This is an optimization exercise on Yosys and OpenROAD, whose aim is a short achievable clock period and few clock cycles, not a production implementation. The RTL was checked by simulation tests, not by an equivalence proof against the original design.

==> 08-15: inputs <==
Design edf_and_weighted_round_robin_scheduler_core, start of the top module:
module edf_and_weighted_round_robin_scheduler_core #(
  parameter int unsigned MAX_TASKS = edfwrr_pkg::MaxTasksDef
) (
  input  logic              clk_i,
  input  logic              rst_ni,
  input  logic              in_valid_i,
  output logic              in_stall_o,
  input  logic [54:0]       in_data_i,
  output logic              out_valid_o,
  input  logic              out_stall_i,
  output logic [38:0]       out_data_o,
  input  logic              cfg_we_i,
  input  logic [15:0]       cfg_wdata_i
);
clock: 10.0 ns
lec_check: 0
cap_margin: 20
core_margin: 2
core_utilization: 40
slew_margin: 20
run.sh (not shown) runs the stock make flow with config.mk's settings and CLKGATE_MAP_FILE= SYNTH_SCRIPT=/design/flow/synth_recipe.tcl, a recipe that flattens the netlist after the stock synthesis.
==> inputs of 01-14, as changes to 08-15 <==
--- a/flow/design.v
+++ b/flow/design.v
@@ -121,41 +121,87 @@
   output logic              out_valid_o,
   input  logic              out_stall_i,
   output logic [38:0]       out_data_o,
   input  logic              cfg_we_i,
   input  logic [15:0]       cfg_wdata_i
 );
   localparam int N = 16;
+  function automatic logic lt16(input logic [15:0] a, input logic [15:0] b);
+    logic [15:0] l, g;
+    l = ~a & b;
+    g = a & ~b;
+    for (int s = 0; s < 4; s++) begin
+      for (int k = 0; k < 16; k += (2 << s)) begin
+        l[k] = l[k + (1 << s)] | (~g[k + (1 << s)] & l[k]);
+        g[k] = g[k + (1 << s)] | (~l[k + (1 << s)] & g[k]);
+      end
+    end
+    lt16 = l[0];
+  endfunction
+  function automatic logic [7:0] sub8(input logic [7:0] a, input logic [7:0] b,
+                                      input logic bin);
+    logic [7:0] gg, pp, x, c;
+    gg = a & ~b;
+    pp = a | ~b;
+    x  = a ^ ~b;
+    for (int s = 0; s < 3; s++) begin
+      for (int k = 7; k >= (1 << s); k--) begin
+        gg[k] = gg[k] | (pp[k] & gg[k - (1 << s)]);
+        pp[k] = pp[k] & pp[k - (1 << s)];
+      end
+    end
+    c[0] = ~bin;
+    for (int k = 1; k < 8; k++) c[k] = gg[k-1] | (pp[k-1] & ~bin);
+    sub8 = x ^ c;
+  endfunction
+  function automatic logic [15:0] dec16(input logic [15:0] x);
+    for (int k = 0; k < 16; k++) begin
+      dec16[k] = x[k] ^ ((x & ((16'd1 << k) - 16'd1)) == 16'd0);
+    end
+  endfunction
+  function automatic logic [31:0] inc32(input logic [31:0] x);
+    for (int k = 0; k < 32; k++) begin
+      inc32[k] = x[k] ^ ((x | ~((32'd1 << k) - 32'd1)) == 32'hffffffff);
+    end
+  endfunction
+  function automatic logic [31:0] tick_upd(input logic [15:0] pl, input logic [15:0] dl,
+                                          input logic [15:0] plen, input logic [15:0] dlen);
+    if (pl[15:1] == 15'd0) tick_upd = {plen, dlen};
+    else tick_upd = {dec16(pl), (dl == 16'd0) ? 16'd0 : dec16(dl)};
+  endfunction
   logic              stall_q;
   logic              vld_q;
   edfwrr_pkg::cmd_t  cmd_q;
   logic [2:0]        fv_q;             
   logic [2:0][38:0]  fd_q;             
   logic [N-1:0]      rdy_q, run_q, blk_q, sus_q, rt_q;
+  logic [N-1:0]      dly1_q;           
   logic [N-1:0]      cur_q;            
   logic [N-1:0]      gtc_q;            
   logic [3:0]        curb_q;           
   logic [N:0]        tot_q;            
   logic [31:0]       cnt_q;
   logic [15:0]       prio_q;
   logic [N-1:0][15:0] dly_q;
   logic [N-1:0][15:0] plen_q, dlen_q;
   logic [N-1:0][15:0] plt_q, dlt_q;    
   logic [N-1:0][7:0]  dd_q;            
   logic [N-1:0][7:0]  hm_q;            
   logic [2:0]  op;
   logic [3:0]  tgt;
   logic [15:0] dlyv;
-  logic [N-1:0] tgt_oh, add_oh;
+  logic        dlyv1;
+  logic [N-1:0] tgt_oh, add_oh, add_row;
   logic is_add, is_tick, is_yield, is_delay, is_sus, is_res;
   logic nz, full, cur_ok, tgt_sok, tgt_rok, tgt_cur;
   logic add_ok, do_dly, do_sus, do_res, sweep, tk;
-  assign op   = cmd_q.op;
-  assign tgt  = cmd_q.target_task;
-  assign dlyv = cmd_q.delay_ticks;
+  assign op    = cmd_q.op;
+  assign tgt   = cmd_q.target_task;
+  assign dlyv  = cmd_q.delay_ticks;
+  assign dlyv1 = dlyv == 16'd1;
   always_comb begin
     for (int i = 0; i < N; i++) tgt_oh[i] = (tgt == 4'(i));
   end
   assign add_oh = tot_q[N-1:0];
   assign is_add   = vld_q && op == OpAdd;
   assign is_tick  = vld_q && op == OpTick;
   assign is_yield = vld_q && op == OpYield;
@@ -164,75 +210,105 @@
   assign is_res   = vld_q && op == OpResume;
   assign nz      = !tot_q[0];
   assign full    = tot_q[N];
   assign cur_ok  = |(cur_q & (rdy_q | run_q));
   assign tgt_sok = |(tgt_oh & (rdy_q | run_q));
   assign tgt_rok = |(tgt_oh & sus_q);
   assign tgt_cur = (tgt == curb_q);
-  assign add_ok = is_add && !full;
-  assign do_dly = is_delay && cur_ok;
-  assign do_sus = is_sus && tgt_sok;
-  assign do_res = is_res && tgt_rok;
-  assign tk     = is_tick && nz;
-  assign sweep  = tk || (is_yield && nz) || do_dly ||
-                  ((do_sus || do_res) && tgt_cur);
+  assign add_ok  = is_add && !full;
+  assign add_row = add_oh & {N{add_ok}};
+  assign do_dly  = is_delay && cur_ok;
+  assign do_sus  = is_sus && tgt_sok;
+  assign do_res  = is_res && tgt_rok;
+  assign tk      = is_tick && nz;
+  assign sweep   = tk || (is_yield && nz) || do_dly ||
+                   ((do_sus || do_res) && tgt_cur);
   logic [N-1:0] sus_m, res_m, dly_m;
-  logic [N-1:0] rdy_p, run_p, blk_p, sus_p;
+  logic [N-1:0] rdy_p, run_p, sus_p;
   logic [N-1:0] wake, rdy_b, run_b, blk_a, tkr, cand_e, cand_r;
-  logic [N-1:0][15:0] dly_src, dly_n;
+  logic [N-1:0][15:0] dly_n;
+  logic [N-1:0] dly1_n;
+  logic [15:0]  dlyv_n;
+  assign dlyv_n = (dlyv != 16'd0) ? dec16(dlyv) : 16'd0;
   always_comb begin
     for (int i = 0; i < N; i++) begin
       sus_m[i] = do_sus && tgt_oh[i];
       res_m[i] = do_res && tgt_oh[i];
       dly_m[i] = do_dly && cur_q[i];
       rdy_p[i] = (rdy_q[i] && !sus_m[i] && !dly_m[i]) || res_m[i];
       run_p[i] = run_q[i] && !sus_m[i] && !dly_m[i];
       sus_p[i] = (sus_q[i] && !res_m[i]) || sus_m[i];
-      blk_p[i] = blk_q[i] || dly_m[i];
-      dly_src[i] = dly_m[i] ? dlyv : dly_q[i];
-      wake[i]  = sweep && blk_p[i] && dly_src[i] == 16'd1;
-      dly_n[i] = (sweep && blk_p[i] && dly_src[i] != 16'd0) ? dly_src[i] - 16'd1 : dly_src[i];
-      blk_a[i] = blk_p[i] && !wake[i];
-      tkr[i]   = tk && rt_q[i] && (rdy_p[i] || wake[i] || run_p[i]);
+      wake[i]  = (dly_m[i] && dlyv1) || (sweep && blk_q[i] && dly1_q[i]);
+      blk_a[i] = (blk_q[i] || dly_m[i]) && !wake[i];
+      if (dly_m[i]) begin
+        dly_n[i]  = dlyv_n;
+        dly1_n[i] = dlyv == 16'd2;
+      end else if (sweep && blk_q[i]) begin
+        dly_n[i]  = (dly_q[i] != 16'd0) ? dec16(dly_q[i]) : 16'd0;
+        dly1_n[i] = dly_q[i] == 16'd2;
+      end else begin
+        dly_n[i]  = dly_q[i];
+        dly1_n[i] = dly1_q[i];
+      end
+      tkr[i]   = tk && rt_q[i] && (rdy_q[i] || run_q[i] || (blk_q[i] && dly1_q[i]));
       rdy_b[i] = rdy_p[i] || wake[i] || (sweep && cur_q[i] && run_p[i]);
       run_b[i] = run_p[i] && !(sweep && cur_q[i]);
       cand_e[i] = tk && rt_q[i] && rdy_b[i];
       cand_r[i] = sweep && !rt_q[i] && rdy_b[i];
     end
   end
   logic [N-1:0] win_e;
   logic         found_e;
+  logic [N-1:0][N-1:0] dlo;            
+  always_comb begin
+    for (int a = 0; a < N; a++) begin
+      for (int b = 0; b < N; b++) begin
+        dlo[a][b] = (a < b) ? lt16(dlt_q[b], dlt_q[a]) : 1'b0;
+      end
+    end
+  end
   always_comb begin
     for (int i = 0; i < N; i++) begin
       logic beaten;
       beaten = 1'b0;
       for (int j = 0; j < N; j++) begin
         if (j < i) begin
-          if (cand_e[j] && dlt_q[j] <= dlt_q[i]) beaten = 1'b1;
+          if (cand_e[j] && !dlo[j][i]) beaten = 1'b1;
         end else if (j > i) begin
-          if (cand_e[j] && dlt_q[j] < dlt_q[i]) beaten = 1'b1;
+          if (cand_e[j] && dlo[i][j]) beaten = 1'b1;
         end
       end
       win_e[i] = cand_e[i] && !beaten;
     end
   end
   assign found_e = |cand_e;
+  logic [N-1:0][15:0] plt_n, dlt_n;
+  logic [31:0] add_tu;
+  assign add_tu = tick_upd(cmd_q.task_period, cmd_q.task_deadline,
+                           cmd_q.task_period, cmd_q.task_deadline);
+  always_comb begin
+    for (int i = 0; i < N; i++) begin
+      if (add_row[i]) begin
+        {plt_n[i], dlt_n[i]} = add_tu;
+      end else if (tkr[i]) begin
+        {plt_n[i], dlt_n[i]} = tick_upd(plt_q[i], dlt_q[i], plen_q[i], dlen_q[i]);
+      end else begin
+        {plt_n[i], dlt_n[i]} = {plt_q[i], dlt_q[i]};
+      end
+    end
+  end
   logic [N-1:0]       win_r;
   logic               any_r;
   logic [N-1:0][N-1:0] bef;            
   logic [N-1:0][N-1:0] ltd;            
-  logic [N-1:0][N-1:0][7:0] dif;       
   logic [N-1:0][7:0]  dd_w;
   always_comb begin
     for (int i = 0; i < N; i++) begin
       for (int j = 0; j < N; j++) begin
-        logic [8:0] s;
-        s = {1'b0, dd_q[i]} - {1'b0, dd_q[j]};
-        dif[i][j] = s[7:0];
-        ltd[i][j] = s[8];
+        ltd[i][j] = lt16({8'd0, dd_q[i]}, {8'd0, dd_q[j]});
         if (gtc_q[i] != gtc_q[j]) bef[i][j] = gtc_q[i];
         else                      bef[i][j] = (i < j);
       end
     end
   end
   always_comb begin
     for (int i = 0; i < N; i++) begin
@@ -249,29 +325,29 @@
   assign any_r = |cand_r;
   always_comb begin
     for (int i = 0; i < N; i++) begin
       logic [7:0] acc;
       acc = hm_q[i] & {8{win_r[i]}};
       for (int j = 0; j < N; j++) begin
         if (j != i) begin
-          acc = acc | ({8{win_r[j]}} & (bef[i][j] ? ~dif[j][i] : dif[i][j]));
+          acc = acc | ({8{win_r[j]}} & sub8(dd_q[i], dd_q[j], bef[i][j]));
         end
       end
       dd_w[i] = acc;
     end
   end
   logic [N-1:0] win;
   logic         disp, walk_upd;
   logic [N-1:0] cur_n, gtc_n;
   logic [3:0]   curb_n, win_b;
   logic [31:0]  cnt_n;
   logic [1:0]   stat;
   logic         byd;
   assign win      = win_e | (win_r & {N{!found_e}});
-  assign disp     = found_e || (sweep && !(tk && found_e) && any_r);
+  assign disp     = found_e || any_r;
   assign walk_upd = !found_e;
   always_comb begin
     win_b = '0;
     for (int i = 0; i < N; i++) if (win[i]) win_b = win_b | 4'(i);
   end
   always_comb begin
     cur_n  = cur_q;
@@ -290,15 +366,15 @@
       curb_n = win_b;
       for (int i = 0; i < N; i++) begin
         gtc_n[i] = 1'b0;
         for (int j = 0; j < i; j++) if (win[j]) gtc_n[i] = 1'b1;
       end
     end
   end
-  assign cnt_n = cnt_q + {31'd0, disp};
+  assign cnt_n = disp ? inc32(cnt_q) : cnt_q;
   assign byd   = found_e;
   always_comb begin
     if (sweep) begin
       stat = disp ? StatOk : StatNoReady;
     end else if ((is_tick || is_yield) && !nz) begin
       stat = StatNoReady;
     end else if (add_ok || do_sus || do_res) begin
@@ -307,19 +383,14 @@
       stat = StatReject;
     end
   end
   logic        pop;
   logic [38:0] res;
   assign pop = fv_q[0] && !out_stall_i;
   assign res = {stat, curb_n, byd, cnt_n};
-  function automatic logic [31:0] tick_upd(input logic [15:0] pl, input logic [15:0] dl,
-                                          input logic [15:0] plen, input logic [15:0] dlen);
-    if (pl <= 16'd1) tick_upd = {plen, dlen};
-    else tick_upd = {pl - 16'd1, (dl == 16'd0) ? 16'd0 : dl - 16'd1};
-  endfunction
   always_ff @(posedge clk_i or negedge rst_ni) begin
     if (!rst_ni) begin
       stall_q <= 1'b0;
       vld_q   <= 1'b0;
       fv_q    <= '0;
       rdy_q   <= '0;
       run_q   <= '0;
@@ -347,18 +418,18 @@
         end else begin
           if (!fv_q[0])      fv_q[0] <= 1'b1;
           else if (!fv_q[1]) fv_q[1] <= 1'b1;
           else               fv_q[2] <= 1'b1;
         end
       end
       if (vld_q) begin
-        rdy_q <= (rdy_b & ~win) | (add_oh & {N{add_ok}});
-        run_q <= run_b | win;
-        blk_q <= blk_a;
-        sus_q <= sus_p;
+        rdy_q  <= (rdy_b & ~win) | add_row;
+        run_q  <= run_b | win;
+        blk_q  <= blk_a;
+        sus_q  <= sus_p;
         cur_q  <= cur_n;
         gtc_q  <= gtc_n;
         curb_q <= curb_n;
         cnt_q  <= cnt_n;
         if (add_ok) tot_q <= {tot_q[N-1:0], 1'b0};
       end
       if (cfg_we_i) prio_q <= cfg_wdata_i;
@@ -382,28 +453,27 @@
     end
   end
   always_ff @(posedge clk_i) begin
     if (!stall_q) cmd_q <= in_data_i;
   end
   always_ff @(posedge clk_i) begin
     for (int i = 0; i < N; i++) begin
-      if (add_ok && add_oh[i]) begin
+      plt_q[i] <= plt_n[i];
+      dlt_q[i] <= dlt_n[i];
+      if (add_row[i]) begin
         rt_q[i]   <= cmd_q.task_deadline != 16'd0;
         plen_q[i] <= cmd_q.task_period;
         dlen_q[i] <= cmd_q.task_deadline;
-        {plt_q[i], dlt_q[i]} <= tick_upd(cmd_q.task_period, cmd_q.task_deadline,
-                                         cmd_q.task_period, cmd_q.task_deadline);
         dd_q[i]   <= prio_q[7:0] - 8'd1;
         hm_q[i]   <= prio_q[15:8] - 8'd1;
         dly_q[i]  <= 16'd0;
+        dly1_q[i] <= 1'b0;
       end else begin
-        dly_q[i] <= dly_n[i];
-        if (tkr[i]) begin
-          {plt_q[i], dlt_q[i]} <= tick_upd(plt_q[i], dlt_q[i], plen_q[i], dlen_q[i]);
-        end
+        dly_q[i]  <= dly_n[i];
+        dly1_q[i] <= dly1_n[i];
         if (cand_r[i] && walk_upd) dd_q[i] <= dd_w[i];
       end
     end
   end
   assign in_stall_o  = stall_q;
   assign out_valid_o = fv_q[0];
   assign out_data_o  = fd_q[0];
==> flow/flow/run.sh (new file) <==
#!/bin/bash
set -o pipefail
cp standard.sh standard_copy.log
bash standard.sh SETUP_SLACK_MARGIN=6.5 finish > standard.log 2>&1
==> flow/standard.sh (new file) <==
#!/bin/bash
# synth_recipe.tcl (not shown) runs the flow's synth.tcl, then flattens the netlist and writes it again
# the make line also repeats each setting of config.mk as NAME=value (left out here)
make -C /OpenROAD-flow-scripts/flow DESIGN_CONFIG=/design/flow/config.mk WORK_HOME=/design/flow/orfs CLKGATE_MAP_FILE= SYNTH_SCRIPT=/design/flow/synth_recipe.tcl "${@:-finish}"
==> flow/config.mk (replaced) <==
export PLATFORM = sky130hd
export DESIGN_NAME = edf_and_weighted_round_robin_scheduler_core
export DESIGN_NICKNAME = edf_and_weighted_round_robin_scheduler_core
export VERILOG_FILES = /design/flow/design.v
export SDC_FILE = /design/flow/constraint.sdc
export NUM_CORES = 4
export LEC_CHECK = 0
export CAP_MARGIN = 40
export CORE_MARGIN = 2
export CORE_UTILIZATION = 40
export SETUP_SLACK_MARGIN = 5
export SLEW_MARGIN = 40
export TNS_END_PERCENT = 5
removed: flow/run.sh
==> summary.txt <==
Mapped Cells: 01-14 25000; 08-15 24900
Std cell rows: 01-14 261; 08-15 270
Adder and majority gate portion of the synthesized area: 01-14 16.9%; 08-15 24.9%
Share of the yosys chip area belonging to registers: 01-14 26.1%; 08-15 24.2%
Overall die width: 01-14 716 µm; 08-15 741 µm
Initial cell density of the core: 01-14 40.2%; 08-15 40.2%
Syn avg cell area: 01-14 8.11 µm²; 08-15 8.74 µm²
Async set or reset register ratio after synthesis: 01-14 8.81%; 08-15 8.88%
Worst Setup Slack post-DPL: 01-14 2110 ps; 08-15 579 ps
Num CTS Buffers: 01-14 229; 08-15 237
Number of placed instances, taps included: 01-14 31800; 08-15 32400
Multiplexer fraction of the synthesized cell area: 01-14 0.242%; 08-15 1.58%
Post-place instance area: 01-14 221000 µm²; 08-15 234000 µm²
Compound-Gate Fraction of Synth Area: 01-14 28.1%; 08-15 25.4%
Post-synthesis share of cell area spent on and, or, nand and nor gates: 01-14 14.6%; 08-15 13.9%
Post-Synthesis Cell Area: 01-14 203000 µm²; 08-15 217000 µm²
Synthesized-area fraction occupied by xor and xnor cells: 01-14 8.07%; 08-15 6.41%
Post-synthesis net count: 01-14 27400; 08-15 29100
CTS Sinks: 01-14 1908; 08-15 1892
Most used standard cell by instance count after synthesis: 01-14 sky130_fd_sc_hd__nor2_1; 08-15 sky130_fd_sc_hd__ha_1
Number of resized instances in the post-cts repair step: 01-14 2242; 08-15 0
Number of distinct library cell variants in the gate-level netlist after synthesis: 01-14 125; 08-15 118
Run status: 01-14 stopped before the end; 08-15 failed layout checks
Stage where the flow stopped: 01-14 global routing; 08-15 -
Reasons for failing layout checks: 01-14 -; 08-15 max-capacitance violations, max-slew violations
Routability congestion estimate: 01-14 1.35; 08-15 1.22
Height of the die: 01-14 716 µm; 08-15 741 µm
Testbench counts of 08-15, summed over its fixed seeds: cycles 16,893.
Testbench counts of 01-14, summed over its fixed seeds: cycles 16,893.

what the ideal ports hide:
Ports are ideal in the flow. The routed layout listed here was re-timed in OpenROAD. Step 1: set_driving_cell puts a clkbuf_16 on clk_i and a buf_2 on each other input, an assumption about the parent block. Step 2, shift: input delay + t, output delay - t, t = (earliest + latest rising clock arrival at the registers) / 2. This alone moves slack from input paths to output paths. Slacks: ideal / step 1 / step 2; pairs: ideal / step 1.
run: 08-15
shift t [ns]: 1.163
setup slack, ns: 0.244 / 0.244 / 0.244
worst register clock-pin slew, ns: 0.10 / 0.10
The setup slack of 08-15 moves by 0.000 ns with the drivers and by 0.000 ns with both steps.
